This design comes from an exercise in tuning for small area on the open sky130 flow, not from production work. Only simulation tests tie the RTL to the original design; equivalence was not proved. Power and IR drop assume default switching activity. The flow treats the clock pin as an ideal source, which a real chip does not have.

Setup of lane 1:
// sd_sector_buffer
module sd_sector_buffer
#(
  parameter int          SECTOR_BYTES   = sd_pkg::SD_SECTOR_BYTES,
  parameter logic [31:0] DEFAULT_SECTOR = sd_pkg::SD_DEFAULT_SECTOR,
  parameter int          TIMEOUT_CYCLES = sd_pkg::SD_TIMEOUT_CYCLES
) (
  input  logic        i_clock,
  input  logic        i_reset,
  input  logic        i_sd_initialized,
  input  logic        i_load_start,
  input  logic [31:0] i_load_sector,
  output logic        o_rd_req,
  output logic [31:0] o_rd_sector,
  input  logic        i_rd_byte_valid,
  input  logic [7:0]  i_rd_byte,
  input  logic        i_rd_complete,
  input  logic [31:0] i_cpu_addr,
  output logic [31:0] o_cpu_rdata,
  output logic        o_buf_valid,
  output logic        o_busy,
  output logic        o_err,
  output logic [9:0]  o_byte_count
);
  localparam logic [9:0]  FULL_COUNT = 10'(SECTOR_BYTES);
  localparam int          TW         = sd_pkg::SD_TMO_BITS;
  localparam logic [TW-1:0] TMO_LAST = sd_pkg::SD_TMO_LAST;
  sd_pkg::sd_state_e r_state;
  logic [31:0]   r_rd_sector;
  logic          r_buf_valid;
  logic          r_err;
  logic [9:0]    r_byte_count;
  logic          r_ovf;
  logic          r_auto_done;
  ...
For scale: roughly 9100 cells after synthesis, roughly 160 I/O pins.
==> flow/config.mk <==
export PLATFORM = sky130hd
export DESIGN_NAME = sd_sector_buffer
export DESIGN_NICKNAME = sd_sector_buffer
export VERILOG_FILES = /design/flow/design.v
export SDC_FILE = /design/flow/constraint.sdc
export NUM_CORES = 4
export LEC_CHECK = 0
export CAP_MARGIN = 20
export CORE_MARGIN = 2
export CORE_UTILIZATION = 55
export CTS_CLUSTER_DIAMETER = 60
export CTS_CLUSTER_SIZE = 28
export GPL_TIMING_DRIVEN = 0
export PLACE_DENSITY = 0.6
export SETUP_SLACK_MARGIN = 0.2
export SLEW_MARGIN = 20
export SYNTH_HIERARCHICAL = 1
export SYNTH_MINIMUM_KEEP_SIZE = 0
==> flow/constraint.sdc <==
create_clock -name core_clock -period 5.0 [get_ports {i_clock}]
set_input_delay 1.0000 -clock core_clock [delete_from_list [all_inputs] [get_ports {i_clock}]]
set_output_delay 1.0000 -clock core_clock [all_outputs]
set_load 0.01 [all_outputs]
run.sh (not shown) runs the stock make flow with config.mk's settings and CLKGATE_MAP_FILE= SYNTH_SCRIPT=/design/flow/synth_recipe.tcl, a recipe that flattens the netlist after the stock synthesis.
The layout from lane 1, despite a flow that completed every stage, fails the layout checks, with the failing checks listed as setup timing.
Changes in lane 2 relative to lane 1:
# lane 1
export LEC_CHECK = 0
export CAP_MARGIN = 20
export CORE_MARGIN = 2
export CORE_UTILIZATION = 55
export CTS_CLUSTER_DIAMETER = 60
export CTS_CLUSTER_SIZE = 28
export GPL_TIMING_DRIVEN = 0
export PLACE_DENSITY = 0.6
export SETUP_SLACK_MARGIN = 0.2
export SLEW_MARGIN = 20
export SYNTH_HIERARCHICAL = 1
export SYNTH_MINIMUM_KEEP_SIZE = 0
create_clock -name core_clock -period 5.0 [get_ports {i_clock}]
# lane 2
export LEC_CHECK = 0
export CAP_MARGIN = 20
export CORE_MARGIN = 2
export CORE_UTILIZATION = 62
export CTS_CLUSTER_DIAMETER = 66
export CTS_CLUSTER_SIZE = 32
export GPL_TIMING_DRIVEN = 0
export PLACE_DENSITY = 0.68
export SETUP_SLACK_MARGIN = 0.2
export SLEW_MARGIN = 20
export SYNTH_HIERARCHICAL = 1
export SYNTH_MINIMUM_KEEP_SIZE = 0
create_clock -name core_clock -period 5.0 [get_ports {i_clock}]
==> flow/flow/run.sh (new file) <==
#!/bin/bash
set -euo pipefail
export BUFFER_PORTS_ARGS="-buffer_cell sky130_fd_sc_hd__buf_2"
export CTS_ARGS="-sink_clustering_enable -repair_clock_nets -sink_clustering_size 32 -sink_clustering_max_diameter 66 -dont_use_dummy_load"
bash standard.sh > run_make.log 2>&1
==> flow/standard.sh (new file) <==
#!/bin/bash
# synth_recipe.tcl (not shown) runs the flow's synth.tcl, then flattens the netlist and writes it again
# the make line also repeats each setting of config.mk as NAME=value (left out here)
make -C /OpenROAD-flow-scripts/flow DESIGN_CONFIG=/design/flow/config.mk WORK_HOME=/design/flow/orfs CLKGATE_MAP_FILE= SYNTH_SCRIPT=/design/flow/synth_recipe.tcl "${@:-finish}"
removed: flow/run.sh
==> comparison <==
Total power delta (lane 2 − lane 1): favourable. There was hardly any difference in net count of the finished layout between lane 1 and lane 2. Wire length: lane 2 better than lane 1. Lane 2 finished every step from synthesis to the final layout, and the layout passed the timing, design-rule and antenna checks. In lane 2 relative to lane 1, switching power had gone down by more than 10%.
#### Input delta (lane 3 over lane 2)
# lane 2
export LEC_CHECK = 0
export CAP_MARGIN = 20
export CORE_MARGIN = 2
export CORE_UTILIZATION = 62
export CTS_CLUSTER_DIAMETER = 66
export CTS_CLUSTER_SIZE = 32
export GPL_TIMING_DRIVEN = 0
export PLACE_DENSITY = 0.68
export SETUP_SLACK_MARGIN = 0.2
export SLEW_MARGIN = 20
export SYNTH_HIERARCHICAL = 1
export SYNTH_MINIMUM_KEEP_SIZE = 0
create_clock -name core_clock -period 5.0 [get_ports {i_clock}]
# lane 3
export LEC_CHECK = 0
export CAP_MARGIN = 20
export CORE_MARGIN = 2
export CORE_UTILIZATION = 68
export CTS_CLUSTER_DIAMETER = 66
export CTS_CLUSTER_SIZE = 32
export GPL_TIMING_DRIVEN = 0
export PLACE_DENSITY = 0.74
export SETUP_SLACK_MARGIN = 0.2
export SLEW_MARGIN = 20
export SYNTH_HIERARCHICAL = 1
export SYNTH_MINIMUM_KEEP_SIZE = 0
create_clock -name core_clock -period 5.0 [get_ports {i_clock}]
### Flow results
Going from lane 2 to lane 3, fraction of the cycle the final worst path needs increased 2.3 points, met1 global-route usage went up by 2.2 points. Taking lane 2 as the reference point, the first-pass GRT wire length of lane 3 falls by 2.0%. Maximum clock frequency (higher): lane 2. In the reports for lane 3 and lane 2, the larger global-route usage belongs to lane 3. Lane 3 against lane 2; final cell area excluding filler cells is down slightly. Finished, but not clean: lane 3, with setup timing. The proportion of cell area occupied by multi-input gates was comparable across lane 3 and lane 2. In lane 3 the post-detailed-routing wire length turned out about 2.2% lower than in lane 2. [diff] slack of the worst reg-to-reg path, lane 3 relative to lane 2: regression.
Relative to lane 3, the following input files were edited for lane 4:
# lane 3
export LEC_CHECK = 0
export CAP_MARGIN = 20
export CORE_MARGIN = 2
export CORE_UTILIZATION = 68
export CTS_CLUSTER_DIAMETER = 66
export CTS_CLUSTER_SIZE = 32
export GPL_TIMING_DRIVEN = 0
export PLACE_DENSITY = 0.74
export SETUP_SLACK_MARGIN = 0.2
export SLEW_MARGIN = 20
export SYNTH_HIERARCHICAL = 1
export SYNTH_MINIMUM_KEEP_SIZE = 0
create_clock -name core_clock -period 5.0 [get_ports {i_clock}]
# lane 4
export LEC_CHECK = 0
export CAP_MARGIN = 20
export CORE_MARGIN = 2
export CORE_UTILIZATION = 55
export CTS_CLUSTER_DIAMETER = 66
export CTS_CLUSTER_SIZE = 32
export GPL_TIMING_DRIVEN = 0
export PLACE_DENSITY = 0.6
export SETUP_SLACK_MARGIN = 0.2
export SLEW_MARGIN = 20
export SYNTH_HIERARCHICAL = 1
export SYNTH_MINIMUM_KEEP_SIZE = 0
create_clock -name core_clock -period 5.0 [get_ports {i_clock}]
--- outcome ---
- Lane 4 did not stop at any stage, and its layout met the timing, design-rule and antenna checks.
- Taking lane 3 as the reference, in lane 4 global-route wire length before repair picked up an extra about 6%; via count lost 499; sequential share of layout area lost 0.73 points.
- Against lane 3, lane 4 comes in about 11% higher on horizontal extent of the die.
- Lane 4 against lane 3: final worst-path cycle share now smaller; non-clock buffer count now larger; relative max-transition margin now larger; critical path depth now smaller.
- Of the two values seen for slowest cell on the critical path, clkbuf_1 was produced by lane 4 and or4_1 by lane 3.
- Relative to lane 3, the clock buffer count in the final layout of lane 4 is higher by 14.
- Lane 4 vs lane 3: overall power after layout up
- The setup slack of lane 4 is larger than that of lane 3.

* * *

sd_sector_buffer, a different RTL version from the one above (not shown whole).
For scale: ~160 I/O pins, ~120000 µm² of cells after synthesis.
Settings: LEC_CHECK=0, CAP_MARGIN=20, CORE_MARGIN=2, CORE_UTILIZATION=55, CTS_CLUSTER_DIAMETER=60, CTS_CLUSTER_SIZE=20, GPL_TIMING_DRIVEN=0, PLACE_DENSITY=0.6, SETUP_SLACK_MARGIN=0.2, SLEW_MARGIN=20, SYNTH_HIERARCHICAL=1, SYNTH_MINIMUM_KEEP_SIZE=0; clock period 5.0 ns.
Stock flow here: none of the scripts above is used.
Change:
Settings changed: PLACE_DENSITY 0.6 to 0.65, SETUP_SLACK_MARGIN 0.2 to default.
Result:
- The new run finished but fails on negative setup slack
- critical path depth shrinks by 1
- power went down by 0.60%
- wire length went down by 0.93%
- sequential power barely changes
- fmax fell by 4.3%
- global-route usage is lower by 0.34 points
Change:
Settings changed: CTS_CLUSTER_DIAMETER 60 to 70, CTS_CLUSTER_SIZE 20 to 32, PLACE_DENSITY 0.65 to 0.6, SETUP_SLACK_MARGIN from default to 0.3.
=> Now the flow went through all stages and came out clean; clock power is lower by about 6%; non-clock buffer count is higher by 8; first-iteration DRC count is lower by 2.1%; routed wire length is about the same; sequential cell count is unchanged; cell area is lower by 0.41%; combinational power is about the same; die area stays the same; synthesized cell count does not change; hold slack improved by 0.014 ns; clock skew is higher by 0.0076 ns.

[static timing again, ports no longer ideal]
No port has a modelled driver above. Below, the same layouts with a new extraction and two added sets of constraints. Step 1, drivers: a clkbuf_16 drives i_clock and a buf_2 each remaining input, both assumed. Step 2 times the ports against the registers' clock, not the clock port: input delays grow and output delays shrink by t, the midpoint of the rising clock arrivals with the driver on. a / b / c = no drivers / after step 1 / after step 2; a / b = the first two.
| run | t, ns | setup WS [ns] | worst setup path at the end | latest minus earliest clock arrival (ns) |
|---|---|---|---|---|
| lane 1 | 0.974 | -0.012 / 0.053 / -0.921 | input to register | 0.038 / 0.037 |
| lane 2 | 0.972 | 0.114 / 0.114 / -0.775 | input to register | 0.069 / 0.068 |
| lane 3 | 0.964 | -0.002 / 0.010 / -0.892 | input to register | 0.070 / 0.070 |
| lane 4 | 0.947 | 0.079 / 0.079 / -0.769 | input to register | 0.086 / 0.086 |
| the first run of note 2 | 0.980 | 0.095 / 0.140 / -0.819 | input to register | 0.038 / 0.037 |
| the second run of note 2 | 0.998 | -0.126 / -0.110 / -1.109 | input to register | 0.042 / 0.043 |
| the third run of note 2 | 0.980 | 0.259 / 0.271 / -0.693 | input to register | 0.050 / 0.050 |
Met with ideal ports but missed after step 2: setup timing in lane 2, lane 4, the first run of note 2 and the third run of note 2. For the second run of note 2, which loses most, drivers alone change the setup slack by +0.016 ns; drivers and shift together by -0.983 ns.
